Context: an optimization exercise on an open-source flow, tuned for small area, a short achievable clock period and few clock cycles. The choices shown serve that exercise and are no tape-out recipe.
No functional check of the RTL was part of any run shown here.

## flow/design.v (module list and top-level ports; edited modules follow where they fit)
// module mm_engine: 3207 lines
// module mm_sys_top: 120 lines
module mm_sys_top (
  input  wire                          arm_clk,
  input  wire                          rst,
  input  wire                          job_valid,
  input  wire [3:0]                    job_m,
  input  wire [3:0]                    job_n,
  input  wire [3:0]                    job_p,
  input  wire                          data_valid,
  input  wire [31:0]                   data_word,
  output logic                         result_valid,
  output logic [31:0]                  result_data,
  output logic                         busy,
  output logic                         done
);
  // ...
==> flow/run.sh <==
#!/bin/bash
# synth_recipe.tcl (not shown) runs the flow's synth.tcl, then flattens the netlist and writes it again
# the make line also repeats each setting of config.mk as NAME=value (left out here)
make -C /OpenROAD-flow-scripts/flow DESIGN_CONFIG=/design/flow/config.mk WORK_HOME=/design/flow/orfs CLKGATE_MAP_FILE= SYNTH_SCRIPT=/design/flow/synth_recipe.tcl finish
==> flow/config.mk <==
export PLATFORM = sky130hd
export DESIGN_NAME = mm_sys_top
export DESIGN_NICKNAME = mm_sys_top
export VERILOG_FILES = /design/flow/design.v
export SDC_FILE = /design/flow/constraint.sdc
export NUM_CORES = 4
export LEC_CHECK = 0
export CAP_MARGIN = 20
export CELL_PAD_IN_SITES_DETAIL_PLACEMENT = 1
export CORE_MARGIN = 2
export CORE_UTILIZATION = 30
export PLACE_DENSITY = 0.4
export SLEW_MARGIN = 20
export SYNTH_MEMORY_MAX_BITS = 16384
==> flow/constraint.sdc <==
create_clock -name core_clock -period 10.0 [get_ports {arm_clk}]
set_input_delay 2.0000 -clock core_clock [delete_from_list [all_inputs] [get_ports {arm_clk}]]
set_output_delay 2.0000 -clock core_clock [all_outputs]
set_load 0.01 [all_outputs]
==> impl_summary.txt, run 1 <==
----------------------------------------------------
[Detailed routing]
  Post-detailed-route wirelength per cell ... 25.43 um
  Metal3 WL ... 7.019 mm
  Remaining antenna violation count ... 0
  Via density per instance ... 4.797

[Synthesis]
  Multiplexer share of the synthesized area ... 0.03783
  Count of flip-flops with a built-in enable after synthesis ... 1040
  Synthesis Warnings ... 2
  Register area share after synthesis ... 0.5896

[Finish]
  Layout Area Growth over Synthesis ... 14.66%
  Post-route design area ... 70730 um^2
  Count of sequential standard cells ... 1295
  Multi-input gate share of the layout cell area ... 0.3204

[Place]
  IO buf count ... 79

[Timing]
  Setup repair after global routing missed its margin ... no
  Least-Margin Pin Slew ... 1.120 ns
  Relative max-transition margin ... 0.2532
  Min Hold Slack ... between 0.3 and 0.4 ns
  Setup violation total in the final timing report ... 0

[Worst setup path]
  CP cell instances ... clkdlybuf4s50_1, nand2_1, nor2_1, nand3b_1, inv_8, or4_2, nand2b_2, a21oi_1, a2111o_1
  Nature of the critical path startpoint ... primary input
  Cell depth of the worst flop-to-flop path ... 13
  Launch point of the critical path ... data_valid

[GRT]
  Global-route wire length before repair ... ~280 mm
  Initial antenna violation count ... 11

[CTS]
  Reg clk slew, reported paths ... ~0.060 ns

[Run status]
  Run status ... complete, no violations

----------------------------------------------------
==> run 2, diff against run 1 <==
--- a/flow/config.mk
+++ b/flow/config.mk
@@ -5,10 +5,12 @@
 export SDC_FILE = /design/flow/constraint.sdc
 export NUM_CORES = 4
 export LEC_CHECK = 0
+export ABC_CLOCK_PERIOD_IN_PS = 3000
 export CAP_MARGIN = 20
 export CELL_PAD_IN_SITES_DETAIL_PLACEMENT = 1
 export CORE_MARGIN = 2
 export CORE_UTILIZATION = 30
 export PLACE_DENSITY = 0.4
+export SETUP_SLACK_MARGIN = 5
 export SLEW_MARGIN = 20
 export SYNTH_MEMORY_MAX_BITS = 16384
==> impl_summary.txt, run 2 <==
----------------------------------------------------
[Synthesis]
  Synth Flop Type ... sky130_fd_sc_hd__edfxtp_1 (unchanged)
  Post-synthesis cell type with the largest combined area ... sky130_fd_sc_hd__edfxtp_1 (unchanged)
  Synthesis Warnings ... 2 (unchanged)
  Post-synth top area share ... 0.5063 (unchanged)
  Count of flip-flops with a built-in enable after synthesis ... 1040 (unchanged)
  List of most frequent post-synthesis cells ... sky130_fd_sc_hd__edfxtp_1 (1040), sky130_fd_sc_hd__nand2_1 (664), sky130_fd_sc_hd__inv_1 (542) (unchanged)
  Number of distinct library cell variants in the gate-level netlist after synthesis ... 70 (unchanged)
  Synthesized cell area ... 61680 um^2 (unchanged)
  Most used standard cell by instance count after synthesis ... sky130_fd_sc_hd__edfxtp_1 (unchanged)
  Syn Inst Count ... 4561 (unchanged)
  Register area share after synthesis ... 0.5896 (unchanged)
  Synth top area cells ... sky130_fd_sc_hd__edfxtp_1 (51%), sky130_fd_sc_hd__fa_1 (15%), sky130_fd_sc_hd__dfxtp_1 (8.0%), sky130_fd_sc_hd__nand2_1 (4.0%), sky130_fd_sc_hd__mux2i_1 (3.5%) (unchanged)
  Net count after synthesis ... 5128 (unchanged)
  Fraction of synthesis flops using an asynchronous set or reset pin ... 0.005405 (unchanged)
  Synthesis-stage register bit count ... 1295 (unchanged)
  Mean cell area of the mapped netlist ... 13.52 um^2 (unchanged)

[Worst setup path]
  Endpoint of the worst register-to-register path ... u_dot.r1425 (was result_data[17])
  Nature of the critical path startpoint ... primary input (unchanged)
  Delay of the slowest cell on the worst path ... 0.75 ns (about the same)
  R2r setup slk ... 5.36 ns (was 5.29 ns)
  Worst path slowest cell ... sky130_fd_sc_hd__nand2b_2 (unchanged)
  Worst-path fanout max ... 78 (was 95)
  Worst path top cell family by delay ... simple AND/OR/NAND/NOR gates (unchanged)
  Number of buffer and inverter stages on the critical path ... 3 (was 2)
  Cell depth of the worst flop-to-flop path ... 11 (was 13)
  CP cell instances ... clkdlybuf4s50_1, nand2_1, nor2_1, nand3b_1, buf_4, inv_8, or4_2, nand2b_2, a21oi_1, a2111o_1 (was clkdlybuf4s50_1, nand2_1, nor2_1, nand3b_1, inv_8, or4_2, nand2b_2, a21oi_1, a2111o_1)
  Kind of end point of the critical path ... flop (unchanged)
  Critical path data required time ... 10.68 ns (was 10.70 ns)
  Endpoint arrival time on the critical path ... 5.47 ns (was 5.59 ns)
  Classification of the worst setup path ... primary input to flop (unchanged)
  Reg-to-reg startpoint ... wcol_r[7] (was u_dot.r1379)

[GRT]
  Overall overflow remaining after global route ... 0 (unchanged)
  Largest net degree at the start of global routing ... 150 (was 154)
  Vias in the first global route ... 38.30k (was 38.98k)
  Global-route wire length before repair ... 276.8 mm (was 275.5 mm)
  Initial antenna violation count ... 14 (was 11)
  Total global-route track usage ... 0.1834 (was 0.1817)

[CTS]
  Clock latency at the later pin of the worst-skew pair ... 0.81 ns (was 0.82 ns)
  CTS root buffer ... sky130_fd_sc_hd__clkbuf_16 (unchanged)
  Number of buffers added by the clock tree synthesis step ... 152 (was 151)
  Hold-fix buffers at CTS ... 0 (unchanged)
  Clock tree from TritonCTS ... built (unchanged)
  Max Root-Sink Buffers ... 3 (unchanged)
  Clk sinks ... 1295 (unchanged)
  Reg clk slew, reported paths ... 0.06 ns (about the same)
  H-tree levels ... 4 (unchanged)

[Floorplanning]
  Floorplan row count ... 166 (unchanged)
  Die outline height ... 457.4 um (unchanged)
  Total I/O pin count ... 83 (unchanged)
  Core footprint ... 204600 um^2 (unchanged)
  Starting density of the core ... 0.3015 (unchanged)
  Die footprint ... 209300 um^2 (unchanged)
  Floorplan die width ... 457.4 um (unchanged)

[Detailed routing]
  DRC violations left ... 0 (unchanged)
  Via density per instance ... 4.772 (was 4.797)
  Initial detailed-routing violation count ... 2552 (was 2257)
  Post-detailed-route wirelength per cell ... 25.58 um (was 25.43 um)
  Total routed wirelength ... 191.5 mm (was 190.2 mm)
  Pre-Repair DR Iteration Count ... 6 (was 5)
  Remaining antenna violation count ... 0 (unchanged)
  Routed via count ... 35.73k (was 35.88k)

[Finish]
  Largest registers ... fr: 512 flops, wc: 512 flops (unchanged)
  Leading cell types in the layout, fill and taps excluded ... sky130_fd_sc_hd__edfxtp_1 (1040), sky130_fd_sc_hd__nand2_1 (661), sky130_fd_sc_hd__inv_1 (542) (was sky130_fd_sc_hd__edfxtp_1 (1040), sky130_fd_sc_hd__nand2_1 (662), sky130_fd_sc_hd__inv_1 (542))
  Post-route design area ... 70790 um^2 (was 70730 um^2)
  Ratio of cells with drive above 1 in the final layout ... 0.06799 (was 0.06876)
  Most common cell after layout, fill and taps aside ... sky130_fd_sc_hd__edfxtp_1 (unchanged)
  Total number of nets in the final design ... 5234 (was 5228)
  Layout Area Growth over Synthesis ... 14.77% (was 14.66%)

[Place]
  DPL Wire Length ... 136.8 mm (was 136.9 mm)
  Total placed instance area ... 65700 um^2 (was 65670 um^2)
  IO buf count ... 79 (unchanged)
  Gpl congestion ... 0.8067 (was 0.7958)

[Timing]
  Max Freq ... 208.5 MHz (was 204.1 MHz)
  Setup violation total in the final timing report ... 0 (unchanged)
  Setup Total Neg Slack ... 0 ns (unchanged)
  Worst clock skew on the final layout ... 0.06351 ns (was 0.06302 ns)
  Setup repair after global routing missed its margin ... no (unchanged)
  Fraction of the cycle the final worst path needs ... 0.4795 (was 0.4899)
  Final min period ... 4.795 ns (was 4.899 ns)
  Number of pins with negative max-slew slack in the final report ... 0 (unchanged)
  Relative max-transition margin ... 0.3010 (was 0.2532)
  Endpoints failing hold ... 0 (unchanged)
  Least-Margin Pin Slew ... 1.049 ns (was 1.120 ns)

[Hold path]
  Hold Crit Depth ... 0 (unchanged)
  Min-delay src ... v1 (unchanged)
  Sink of the worst hold path ... result_valid (unchanged)
  Min-Delay Path Class ... flop to flop (unchanged)

[Run status]
  Run status ... complete, no violations (unchanged)

[Job]
  Number of maximum-capacitance violations ... 0 (unchanged)

----------------------------------------------------
==> run 2: logic make-up after synthesis <==
| logic type | after synthesis | share of synthesized area |
|---|---|---|
| AOI/OAI and AO/OA | 542 | 0.06337 |
| xor gates and xnor gates | 35 | 0.005091 |
| adders and majority gates | 519 | 0.1633 |
| buffers and inverters | 730 | 0.04702 |
| DFF | 1295 | 0.5896 |
| muxes | 223 | 0.03783 |
| and+or+nand+nor | 1217 | 0.09375 |
==> run 2: how the worst max path moves through the flow <==
| stage | from | endpoint | slack (ns) | cells after the start |
|---|---|---|---|---|
| global route | data_valid | wcol_r[40] | 5.01 | 10 |
| CTS | phase[0] | frow_r[11] | 5.08 | 9 |
| global placement | data_valid | wc[129] | 4.18 | 8 |
| floorplan | data_valid | fr[0] | 1.29 | 2 |
| finish | data_valid | wcol_r[40] | 5.20 | 10 |
| detailed placement | data_valid | wc[129] | 4.13 | 8 |
==> run 2: timing repair <==
action | 4_1_cts | 5_1_grt
setup buffers | 4 | 0
resized for setup | 1 | 3
endpoints found under the setup margin | 23 | 13
pin swaps | 1 | 0
==> run 2: worst register-to-register path: stages (launching register included) <==
cell and delay (ns):
sky130_fd_sc_hd__dfxtp_1 0.70, sky130_fd_sc_hd__nand2_1 0.19, sky130_fd_sc_hd__fa_1 0.58, sky130_fd_sc_hd__inv_1 0.06, sky130_fd_sc_hd__fa_1 0.55, sky130_fd_sc_hd__fa_1 0.65
sky130_fd_sc_hd__inv_1 0.10, sky130_fd_sc_hd__fa_1 0.54, sky130_fd_sc_hd__inv_1 0.06, sky130_fd_sc_hd__fa_1 0.53, sky130_fd_sc_hd__inv_1 0.06, sky130_fd_sc_hd__fa_1 0.46
==> run 2: layer usage <==
layer,global-route usage,wire (um),up-vias
li1,-,-,16010
met1,0.2597,90870,18850
met2,0.2952,89300,649
met3,0.02408,6864,226
met4,0.04972,4461,4
met5,0,32,-
==> run 2: final cells by class <==
| type | instances | area [um^2] |
|---|---|---|
| antenna | 5 | 12.51 |
| clock buffer | 221 | 4297 |
| fill | 21320 | 133800 |
| sequential | 1295 | 36370 |
| inverter | 543 | 2046 |
| clock inverter | 61 | 738.2 |
| multi-input combinational | 2536 | 22680 |
| tap | 2688 | 3363 |
| timing repair buffer | 139 | 1286 |
==> run 2: metrics by stage <==
step,hold WS [ns],util,setup WS (ns),cells
6_report,0.3723,0.3460,5.205,7488
5_1_grt,0.3768,0.3460,5.006,7484
4_1_cts,0.3733,0.3459,5.078,7483
3_5_place_dp,0.3576,0.3211,4.133,7197
3_3_place_gp,0.3559,0.3211,4.180,7197
2_1_floorplan,0.3312,-,1.289,4561

==> static timing again, ports no longer ideal <==
The results above use ideal ports. As a check the final layouts listed here were re-extracted and re-timed, cells and wires unchanged.
Step 1, drivers: a clkbuf_16 drives arm_clk and a buf_2 each remaining input, both assumed.
Step 2 adds t to the input delays and takes it off the output delays; t is the mean of the earliest and latest rising clock arrival at the registers after step 1. Input paths then give back, and output paths get back, about the clock's delay inside the block.
a / b / c = ideal / step 1 / step 2; a / b = the first two.
run | t (ns) | setup slack, ns | clock arrival spread, ns | pins driven straight from the clock port
run 1 | 0.873 | 5.101 / 5.160 / 4.287 | 0.064 / 0.063 | 1
run 2 | 0.857 | 5.205 / 5.262 / 4.405 | 0.067 / 0.067 | 1
After both steps setup and hold are still met in every run listed. For run 1, which loses most, drivers alone change the setup slack by +0.059 ns; drivers and shift together by -0.814 ns.
